Context: an optimization exercise on an open-source flow, tuned for small area, a short achievable clock period and few clock cycles per item. The choices shown serve that exercise and are no tape-out recipe. RTL that was checked went through simulation tests only; none was proved equivalent to the original. Function not checked in run 1: the RTL went through the layout flow alone.

==> flow/design.v, too long to show whole: its modules and the start of the top module <==
// module bch_xor2: 7 lines
// module bch_par_lfsr: 847 lines
// module bch_encoder_seq: 83 lines
// module bch_hold: 12 lines
module bch_encoder_seq
#(
    parameter int BEAT_W = 128
) (
    input  logic              clk,
    input  logic              rst_n,
    input  logic              in_valid,
    output logic              in_ready,
    input  logic [BEAT_W-1:0] in_data,
    output logic              out_valid,
    input  logic              out_ready,
    output logic [CW_W-1:0]   out_codeword,
    output logic              busy
);
  // ...
==> flow/flow/run.sh <==
#!/bin/bash
# Standard layout, with single-drive port buffers, a tighter setup target for repair and CTS options.
set -euo pipefail
export BUFFER_PORTS_ARGS="-buffer_cell sky130_fd_sc_hd__buf_1"
export SETUP_SLACK_MARGIN=10
export CTS_ARGS="-sink_clustering_enable -repair_clock_nets -dont_use_dummy_load -sink_clustering_size 25 -sink_clustering_max_diameter 100"
bash standard.sh > standard.log 2>&1
==> flow/standard.sh <==
#!/bin/bash
# synth_recipe.tcl (not shown) runs the flow's synth.tcl, then flattens the netlist and writes it again
# the make line also repeats each setting of config.mk as NAME=value (left out here)
make -C /OpenROAD-flow-scripts/flow DESIGN_CONFIG=/design/flow/config.mk WORK_HOME=/design/flow/orfs CLKGATE_MAP_FILE= SYNTH_SCRIPT=/design/flow/synth_recipe.tcl "${@:-finish}"
==> flow/config.mk <==
export PLATFORM = sky130hd
export DESIGN_NAME = bch_encoder_seq
export DESIGN_NICKNAME = bch_encoder_seq
export VERILOG_FILES = /design/flow/design.v
export SDC_FILE = /design/flow/constraint.sdc
export NUM_CORES = 4
export LEC_CHECK = 0
export CAP_MARGIN = 20
export CORE_MARGIN = 2
export CORE_UTILIZATION = 60
export SLEW_MARGIN = 20
export SYNTH_HIERARCHICAL = 1
export SYNTH_MINIMUM_KEEP_SIZE = 0
==> flow/constraint.sdc <==
create_clock -name core_clock -period 14.0 [get_ports {clk}]
set_input_delay 2.8000 -clock core_clock [delete_from_list [all_inputs] [get_ports {clk}]]
set_output_delay 2.8000 -clock core_clock [all_outputs]
set_load 0.01 [all_outputs]
==> impl_metrics.py, run 1 <==
metrics = {
    "cts": {
        "clkLatencyLatePin_ns": 0.60,
        "cts_root_buf": "clkbuf_16",
        "cts_resized": 46,
    },
    "synth": {
        "ys_types": 27,
        "netlist_top_cells_count": "a22o_1 (828), dfxtp_1 (828), xor2_1 (805), buf_6 (97), buf_2 (67)",
        "synth_top_family_by_area": "compound AO/OA/AOI/OAI gates",
        "synth_compound_area_share_pct": 22.2,
        "synth_mux_area_share_pct": 0,
    },
    "critical_path": {
        "r2r_end": "par_q[28]$_DFF_P_",
        "cp-start-kind": "flip-flop",
        "crit_slowest_cell": "dfxtp_1",
        "worstSetupEndpointType": "flip-flop",
    },
    "placed_design": {
        "dp_hpwl_um": 90800,
    },
    "status": {
        "run_status": "finished clean",
    },
    "floorplan": {
        "start_util_pct": 61.0,
        "fp.dieW_um": 239,
        "n_tap_cell": 696,
    },
    "sta": {
        "slew_headroom_pct": 17.2,
        "finalSetupTns_ns": 0,
        "setup_slack_ns": 9.98,
        "hold_viol_final": 0,
        "hold_slack_ns": 0.469,
    },
    "cells_and_area": {
        "multiInputGateArea_um2": 14500,
        "layout_common_cells": "a22o_1 (828), xor2_1 (802), dfxtp_1 (782), buf_1 (626), dfxtp_2 (45)",
        "regArea_um2": 16800,
        "syn2layout_area_growth_pct": 9.56,
        "final-clk-cell-share_pct": 2.77,
        "diodes": 3,
        "nNetsFinal": 3391,
    },
    "route": {
        "drc_errors": 0,
        "wl_met2_um": 57800,
        "vias": 25300,
        "first_pass_iters": 5,
    },
    "grt": {
        "grt_pass1_wl_um": 171000,
        "grt_most_used_layer": "met2",
    },
}
==> module bch_encoder_seq, before the edit <==
module bch_encoder_seq
#(
    parameter int BEAT_W = 128
) (
    input  logic              clk,
    input  logic              rst_n,
    input  logic              in_valid,
    output logic              in_ready,
    input  logic [BEAT_W-1:0] in_data,
    output logic              out_valid,
    input  logic              out_ready,
    output logic [CW_W-1:0]   out_codeword,
    output logic              busy
);
    logic [1:0]        cnt_q, cnt_d;      
    logic              pend_q, pend_d;    
    logic              inv_q, inv_d;      
    logic              rdy_q, busy_q;
    logic              ov_q;              
    logic              in_fire, core_rdy, take;
    logic [BEAT_W-1:0] in_q, skid_q, m0_q, m1_q, m2_q, m3_q;
    logic [PAR_W-1:0]  rem_q, par_q, rem_d;
    assign in_fire  = in_valid & rdy_q;
    assign core_rdy = (cnt_q == 2'd0) | ~pend_q;
    assign take     = inv_q & core_rdy;
    bch_par_lfsr #(.BEAT_W(BEAT_W)) u_lfsr (
        .rem_i  (rem_q),
        .data_i (in_q),
        .rem_o  (rem_d)
    );
    assign cnt_d  = cnt_q + {1'b0, take};
    assign pend_d = (pend_q & ~out_ready) | (take & (cnt_q == 2'd3));
    assign inv_d  = in_fire | (inv_q & ~core_rdy);
    always_ff @(posedge clk or negedge rst_n) begin
        if (!rst_n) begin
            cnt_q  <= 2'd0;
            pend_q <= 1'b0;
            inv_q  <= 1'b0;
            rdy_q  <= 1'b0;
            busy_q <= 1'b0;
            ov_q   <= 1'b0;
        end else begin
            cnt_q  <= cnt_d;
            pend_q <= pend_d;
            inv_q  <= inv_d;
            rdy_q  <= ~inv_d | (cnt_d == 2'd0) | ~pend_d;
            busy_q <= inv_d | (cnt_d != 2'd0) | pend_d;
            ov_q   <= (ov_q & ~out_ready) | (take & (cnt_q == 2'd3));
        end
    end
    logic              in_en, skid_en, m0_en, sh_en, rem_en, rem_keep, par_en;
    logic [BEAT_W-1:0] in_nx, skid_nx, m0_nx, m1_nx, m2_nx, m3_nx;
    logic [PAR_W-1:0]  rem_nx, par_nx;
    assign in_en   = ~inv_q | core_rdy;
    assign skid_en = (cnt_q == 2'd0);
    assign m0_en   = ~pend_q;
    assign sh_en   = take & (cnt_q != 2'd0);
    assign rem_en   = take & (cnt_q != 2'd3);
    assign rem_keep = ~take & (cnt_q != 2'd0);
    assign par_en  = take & (cnt_q == 2'd3);
    bch_hold #(.W(BEAT_W)) u_h_in   (.s(in_en),   .sn(~in_en),   .a(in_q),   .b(in_data), .y(in_nx));
    bch_hold #(.W(BEAT_W)) u_h_skid (.s(skid_en), .sn(~skid_en), .a(skid_q), .b(in_q),    .y(skid_nx));
    bch_hold #(.W(BEAT_W)) u_h_m0   (.s(m0_en),   .sn(~m0_en),   .a(m0_q),   .b(skid_q),  .y(m0_nx));
    bch_hold #(.W(BEAT_W)) u_h_m1   (.s(sh_en),   .sn(~sh_en),   .a(m1_q),   .b(m2_q),    .y(m1_nx));
    bch_hold #(.W(BEAT_W)) u_h_m2   (.s(sh_en),   .sn(~sh_en),   .a(m2_q),   .b(m3_q),    .y(m2_nx));
    bch_hold #(.W(BEAT_W)) u_h_m3   (.s(sh_en),   .sn(~sh_en),   .a(m3_q),   .b(in_q),    .y(m3_nx));
    bch_hold #(.W(PAR_W))  u_h_rem  (.s(rem_en),  .sn(rem_keep),  .a(rem_q),  .b(rem_d),   .y(rem_nx));
    bch_hold #(.W(PAR_W))  u_h_par  (.s(par_en),  .sn(~par_en),  .a(par_q),  .b(rem_d),   .y(par_nx));
    always_ff @(posedge clk) begin
        in_q   <= in_nx;
        skid_q <= skid_nx;
        m0_q   <= m0_nx;
        m1_q   <= m1_nx;
        m2_q   <= m2_nx;
        m3_q   <= m3_nx;
        rem_q  <= rem_nx;
        par_q  <= par_nx;
    end
    assign in_ready     = rdy_q;
    assign busy         = busy_q;
    assign out_valid    = ov_q;
    assign out_codeword = {m0_q, m1_q, m2_q, m3_q, par_q};
endmodule
==> run 2, diff against run 1 <==
--- a/flow/design.v
+++ b/flow/design.v
@@ -894,7 +894,6 @@
     logic              pend_q, pend_d;    
     logic              inv_q, inv_d;      
     logic              rdy_q, busy_q;
-    logic              ov_q;              
     logic              in_fire, core_rdy, take;
     logic [BEAT_W-1:0] in_q, skid_q, m0_q, m1_q, m2_q, m3_q;
     logic [PAR_W-1:0]  rem_q, par_q, rem_d;
@@ -916,14 +915,12 @@
             inv_q  <= 1'b0;
             rdy_q  <= 1'b0;
             busy_q <= 1'b0;
-            ov_q   <= 1'b0;
         end else begin
             cnt_q  <= cnt_d;
             pend_q <= pend_d;
             inv_q  <= inv_d;
             rdy_q  <= ~inv_d | (cnt_d == 2'd0) | ~pend_d;
             busy_q <= inv_d | (cnt_d != 2'd0) | pend_d;
-            ov_q   <= (ov_q & ~out_ready) | (take & (cnt_q == 2'd3));
         end
     end
     logic              in_en, skid_en, m0_en, sh_en, rem_en, rem_keep, par_en;
@@ -956,7 +953,7 @@
     end
     assign in_ready     = rdy_q;
     assign busy         = busy_q;
-    assign out_valid    = ov_q;
+    assign out_valid    = pend_q;
     assign out_codeword = {m0_q, m1_q, m2_q, m3_q, par_q};
 endmodule
 module bch_hold
==> flow/flow/run.sh (replaced) <==
#!/bin/bash
# Standard layout, with single-drive port buffers, a tighter setup target for repair and CTS options.
set -euo pipefail
export BUFFER_PORTS_ARGS="-buffer_cell sky130_fd_sc_hd__buf_1"
export SETUP_SLACK_MARGIN=10
export CTS_ARGS="-sink_clustering_enable -repair_clock_nets -dont_use_dummy_load -sink_clustering_size 20 -sink_clustering_max_diameter 60"
bash standard.sh > standard.log 2>&1
==> run 2 against run 1 <==
Net effect:
- still clean on timing, DRC and antenna
- clock skew rose by 0.0088 ns
- final area rose by 1.1%
- sequential cell count fell by 1
- global-route usage fell by 2.5 points
- synthesized cell count fell by 0.11%
==> impl_metrics.py, run 2 <==
metrics = {
    "sta": {
        "setup_viol": 0,
        "drv_slew": 0,
        "slew_headroom_pct": 25.0,
        "hold_viol_final": 0,
        "fin_crit_ns": 4.04,
        "worst_pin_slew_ns": 1.12,
        "fmax_mhz": 247,
        "rsz0062_at_grt": "yes",
        "finalSetupTns_ns": 0,
        "fin_worst_skew_ns": 0.0620,
        "fin_crit_sh_pct": 28.9,
    },
    "synth": {
        "synth_top_family_by_area": "compound AO/OA/AOI/OAI gates",
        "netlist_top_cells_count": "a22o_1 (828), dfxtp_1 (828), xor2_1 (805), buf_6 (97), buf_2 (67)",
        "synthesis.area_um2": 33000,
        "yosys.area.top_type": "dfxtp_1",
        "synth_seq_cells": 834,
        "synth_top_cell_area_share_pct": 50.3,
        "syn_nets": 2837,
        "async_flop_share_pct": 0.719,
        "yosysWarnings": 7,
        "synth_compound_area_share_pct": 22.2,
        "ys.flop_type": "dfxtp_1",
        "yosys.area_share.simple_pct": 0.235,
        "synth_edf_count": 0,
        "synth_xor_area_share_pct": 21.4,
        "synth_fa_ha_area_share_pct": 0,
        "synth_cells": 2705,
        "syn_area_per_cell_um2": 12.2,
        "synth_mux_area_share_pct": 0,
        "synth.top_cells.by_area": "dfxtp_1 (50%), a22o_1 (22%), xor2_1 (21%)",
        "ys_seq_area_share_pct": 50.7,
        "ys_types": 26,
    },
    "floorplan": {
        "start_util_pct": 60.9,
        "io_pins": 677,
        "chipHeight_um": 238,
        "rows": 85,
        "dieArea_um2": 56900,
        "fp.dieW_um": 238,
        "core_um2": 54100,
    },
    "grt": {
        "grt_most_used_layer": "met2",
        "grtUsageMet2_pct": 62.5,
        "grt_use_met3_pct": 6.92,
        "grt_pass1_vias": 23600,
        "met1_usage_pct": 51.5,
        "grt.total_usage_pct": 38.7,
        "grt_max_degree": 103,
        "antenna_found_initial": 2,
        "grt_pass1_wl_um": 163000,
        "grt.overflow.total": 0,
    },
    "critical_path": {
        "crit_slowest_cell": "dfrtp_4",
        "critical_path_class": "reg -> out",
        "max_stage_delay_ns": 0.49,
        "crit_family": "flip-flops",
        "crit_buf_inv": 1,
        "cp_max_fo": 2,
        "reg2reg_slack_ns": 10.12,
        "required_ns": 11.20,
        "worstSetupEndpointType": "output pin",
        "cp-start-kind": "flip-flop",
        "cp_data_arrival_time_ns": 1.24,
        "cp_cell_sequence": "buf_6",
    },
    "route": {
        "drc_errors": 0,
        "drt_iter0_drc": 2331,
        "vias": 24800,
        "antenna_left": 0,
        "drt_wl_total_um": 115000,
        "wl_per_cell_um": 29.0,
        "via_per_inst": 6.24,
        "first_pass_iters": 5,
    },
    "cts": {
        "cts_root_buf": "clkbuf_16",
        "clk_pin_slew_worst_paths_ns": 0.08,
        "cts_buffer_depth": 3,
        "htreeDepth": 2,
        "clkSinkCount": 834,
        "cts_tree": "done",
        "clkLatencyLatePin_ns": 0.62,
        "cts_buffers": 51,
    },
    "cells_and_area": {
        "nNetsFinal": 3409,
        "syn2layout_area_growth_pct": 10.9,
        "layout_commonest_cell": "a22o_1",
        "nFillCells": 3921,
        "stdcell_area_um2": 36600,
        "drive_gt1_share_pct": 7.48,
        "layout_common_cells": "a22o_1 (828), xor2_1 (804), dfxtp_1 (782), buf_1 (594), clkbuf_16 (51)",
    },
    "placed_design": {
        "io_buffers": 676,
        "gp_congestion": 1.06,
        "dpl-instance-area_um2": 35000,
        "dp_hpwl_um": 85500,
    },
    "hold_path": {
        "hp-class": "reg -> reg",
    },
    "run": {
        "drv_cap": 0,
    },
    "status": {
        "run_status": "finished clean",
    },
}
-- run 2: cell types whose count changed after synthesis --
cell,before,now
dfrtp_1,7,6
inv_1,4,3
o21ai_0,1,0
-- run 2: what timing repair did --
action / CTS / global route
gates cloned: 0 / 1
endpoints found under the setup margin: 346 / 171
gates resized for setup: 59 / 83
buffers inserted: 6 / 0
hold buffers: 0 / 0
-- run 2: kinds of logic after synthesis --
kind of cell	Yosys count
compound gates	836
flops	834
simple gates	13
xor+xnor	806
buf+inv	216
-- run 2: cell type report --
type / count / area, um^2 / share of cell area (%)
sequential: 834 / 16800 / 45.9
antenna: 1 / 2.50 / 0.00684
tap: 696 / 871 / 2.38
clock buffer: 51 / 1280 / 3.49
multi-input combinational: 1656 / 14500 / 39.6
inverter: 4 / 22.5 / 0.0616
timing repair buffer: 730 / 3120 / 8.53
-- run 2: final timing paths --
path	start	to	depth (start not counted)
worst max-delay path	pend_q$_DFF_PN0_	out_valid	1
worst min-delay path	skid_q[101]$_DFF_P_	m0_q[101]$_DFF_P_	1
worst max register to register	in_q[36]$_DFF_P_	rem_q[2]$_DFF_P_	8
worst min register to register	skid_q[101]$_DFF_P_	m0_q[101]$_DFF_P_	1
max in group asynchronous	rst_n	pend_q$_DFF_PN0_	1
min in group asynchronous	rst_n	rdy_q$_DFF_PN0_	1
-- run 2: worst reg2reg max path: stages (launching register included) --
cell     delay, ns
dfxtp_1       0.69
xor2_1        0.56
xor2_1        0.41
xor2_1        0.38
xor2_1        0.74
xor2_1        0.34
xor2_1        0.25
xor2_1        0.12
a22o_1        0.24
-- run 2: Yosys stat by module, one instance, submodules excluded, excerpt --
module / copies in the design / cells
bch_xor2: 805 / 1
bch_encoder_seq: 1 / 862
-- run 2: metal layers --
metal  wire length (um)  vias to the layer above
li1                   -                    10800
met1              48200                    12400
met2              53800                     1333
met3               8480                      234
met4               4900                        2
met5                 16                        -
-- run 2: per-stage QoR --
stage | setup WS, ns | utilization (%) | hold WS [ns] | cells
after floorplan | 10.46 | - | 0.441 | 2705
after global placement | 9.35 | 64.6 | 0.449 | 3912
after detailed placement | 9.07 | 64.6 | 0.451 | 3912
after CTS | 9.95 | 67.3 | 0.457 | 3969
after global routing | 9.94 | 67.6 | 0.476 | 3972
final | 9.96 | 67.6 | 0.454 | 3972
Testbench counts of run 2, summed over its fixed seeds: cycles 2,064, items 512.

re-timing with driven ports:
In the flow no input, the clock included, has a driving cell. The finished layouts below were timed again as built, in two steps.
Step 1, drivers: a clkbuf_16 drives clk and a buf_2 each remaining input, both assumed.
Step 2 also shifts input and output timing later by t, the mid clock arrival at the registers, as if the neighbouring blocks saw the same clock.
Three values: ideal ports, drivers, drivers and shift; two values: the first two.
| run | t (ns) | slack for setup (ns) | worst hold slack (ns) | worst setup path at the end | latest minus earliest clock arrival (ns) |
|---|---|---|---|---|---|
| run 1 | 0.637 | 9.975 / 9.915 / 9.975 | 0.469 / 0.469 / 0.469 | register to register | 0.056 / 0.056 |
| run 2 | 0.664 | 9.958 / 9.888 / 10.119 | 0.454 / 0.454 / 0.454 | register to register | 0.063 / 0.064 |
After both steps setup and hold are still met in every run listed.
